Context: an optimization exercise on an open-source flow, tuned for small area, a short achievable clock period and few clock cycles per item. The choices shown serve that exercise and are no tape-out recipe.
In this exercise RTL edits were held to simulation tests only and were not proved equivalent to the original.

Design rational_polyphase_resampler_unit, start of the top module:
module rational_polyphase_resampler_unit #(
	parameter int UP_FACTOR   = rpr_pkg::DEF_UP_FACTOR,
	parameter int DOWN_FACTOR = rpr_pkg::DEF_DOWN_FACTOR,
	parameter int TAPS        = rpr_pkg::DEF_TAPS,
	parameter int COEF_BITS   = rpr_pkg::DEF_COEF_BITS
) (
	input  wire logic                                 clk,
	input  wire logic                                 arst_n,
	input  wire logic                                 in_valid,
	output logic                                      in_ready,
	input  wire logic signed [rpr_pkg::SAMPLE_W-1:0]  left_in,
	input  wire logic signed [rpr_pkg::SAMPLE_W-1:0]  right_in,
	output logic                                      out_valid,
	input  wire logic                                 out_ready,
	output logic signed [rpr_pkg::SAMPLE_W-1:0]       left_out,
	output logic signed [rpr_pkg::SAMPLE_W-1:0]       right_out
);
Size: ~70 I/O pins, ~65,000 sq um of cells after synthesis.
==> flow/config.mk <==
export PLATFORM = sky130hd
export DESIGN_NAME = rational_polyphase_resampler_unit
export DESIGN_NICKNAME = rational_polyphase_resampler_unit
export VERILOG_FILES = /design/flow/design.v
export SDC_FILE = /design/flow/constraint.sdc
export NUM_CORES = 4
export LEC_CHECK = 0
export CAP_MARGIN = 20
export CORE_MARGIN = 2
export CORE_UTILIZATION = 40
export SETUP_SLACK_MARGIN = 5
export SLEW_MARGIN = 20
export SYNTH_MEMORY_MAX_BITS = 65536
==> flow/constraint.sdc <==
create_clock -name core_clock -period 10.0 [get_ports {clk}]
set_input_delay 2.0000 -clock core_clock [delete_from_list [all_inputs] [get_ports {clk}]]
set_output_delay 2.0000 -clock core_clock [all_outputs]
set_load 0.01 [all_outputs]
standard.sh (not shown) runs the stock make flow with config.mk's settings and CLKGATE_MAP_FILE= SYNTH_SCRIPT=/design/flow/synth_recipe.tcl, a recipe that flattens the netlist after the stock synthesis.
==> flow/flow/run.sh <==
#!/bin/bash
# Standard layout, with one extra step between synthesis and floorplan:
# flow/polfix.py removes inverters between full adders (and xor gates) of the
# synthesized netlist by reassigning their output polarity (a full adder is
# self-dual; an xor absorbs input inversions as xor<->xnor). Registers and the
# function at every register and port are unchanged.
set -euo pipefail
R=orfs/results/${FLOW_PLATFORM}/rational_polyphase_resampler_unit/base
bash standard.sh synth > synth.log 2>&1
cp $R/1_2_yosys.v 1_2_yosys.orig.v
python3 flow/polfix.py 1_2_yosys.orig.v $R/1_2_yosys.v > polfix.log 2>&1
rm -f $R/1_synth.odb $R/1_synth.sdc
bash standard.sh > layout.log 2>&1
Other scripts of this flow, unchanged in this note and not shown: flow/flow/polfix.py
The baseline finished clean.
Testbench counts at the start, summed over its fixed seeds: cycles 16,000, frames 16,000.
Next try:
CORE_UTILIZATION = 50   (was 40)
Result:
- The new run passed the timing, DRC and antenna checks
- first-iteration DRC count came out higher by 12%
- cell count came out lower by 4.9%
- non-clock buffer count came out lower by 3
- register-to-register slack improves by 0.08 ns
- setup slack improves by 0.076 ns
- synthesized area stays the same
- global-route usage came out higher by 7.8 points
Next try:
CORE_UTILIZATION = 40   (was 50)
SETUP_SLACK_MARGIN = not set   (was 5)
Outcome: Cell area goes up by about 0.7%. Core utilization fell by 11 points. Synthesized cell count does not change. Wire length rises by 5.0%.
Next try:
--- a/flow/flow/run.sh
+++ b/flow/flow/run.sh
@@ -5,3 +5,4 @@
 # self-dual; an xor absorbs input inversions as xor<->xnor). Registers and the
-# function at every register and port are unchanged.
+# function at every register and port are unchanged. Timing repair aims
+# at a setup slack of 5.5 ns on the 10 ns clock.
 set -euo pipefail
@@ -12,2 +13,2 @@
 rm -f $R/1_synth.odb $R/1_synth.sdc
-bash standard.sh > layout.log 2>&1
+bash standard.sh SETUP_SLACK_MARGIN=5.5 finish > layout.log 2>&1
CORE_UTILIZATION = 50   (was 40)
Effect:
- The new run finished with timing, DRC and antenna clean
- cell area increases by 1.3%
- maximum frequency increases by 34%
- core utilization increases by 12 points
- die area decreases by 20%
- via count increases by 1.5%
Next try:
--- a/flow/flow/run.sh
+++ b/flow/flow/run.sh
@@ -5,4 +5,3 @@
 # self-dual; an xor absorbs input inversions as xor<->xnor). Registers and the
-# function at every register and port are unchanged. Timing repair aims
-# at a setup slack of 5.5 ns on the 10 ns clock.
+# function at every register and port are unchanged.
 set -euo pipefail
@@ -13,2 +12,2 @@
 rm -f $R/1_synth.odb $R/1_synth.sdc
-bash standard.sh SETUP_SLACK_MARGIN=5.5 finish > layout.log 2>&1
+bash standard.sh > layout.log 2>&1
CORE_UTILIZATION = 55   (was 50)
Effect:
- The changed run passed the timing, DRC and antenna checks
- worst setup slack is worse by 1.2 ns
- via count climbs by 1.6%
- clock-buffer cell count grows by 7
- design area falls by 2.9%
- worst hold slack degrades by 0.034 ns

-- what the ideal ports hide --
In the flow no input, the clock included, has a driving cell. The finished layouts below were timed again as built, in two steps.
Step 1, drivers: a clkbuf_16 drives clk and a buf_2 each remaining input, both assumed.
Step 2, shift: input delay + t, output delay - t, t = (earliest + latest rising clock arrival at the registers) / 2. This alone moves slack from input paths to output paths.
Three values: no drivers, after step 1, after step 2; two values: the first two.
run | shift t [ns] | setup WS [ns] | worst register clock-pin slew, ns
the first run | 0.775 | 4.783 / 4.783 / 4.783 | 0.07 / 0.07
the second run | 0.776 | 4.858 / 4.858 / 4.858 | 0.07 / 0.07
the third run | 0.797 | 3.768 / 3.768 / 3.768 | 0.06 / 0.06
the fourth run | 0.776 | 5.344 / 5.344 / 5.221 | 0.08 / 0.08
the fifth run | 0.766 | 4.185 / 4.185 / 4.185 | 0.07 / 0.07
After both steps every run listed still meets setup and hold. The setup slack of the fourth run, which loses most, moves by 0.000 ns with the drivers and by -0.123 ns with both steps.
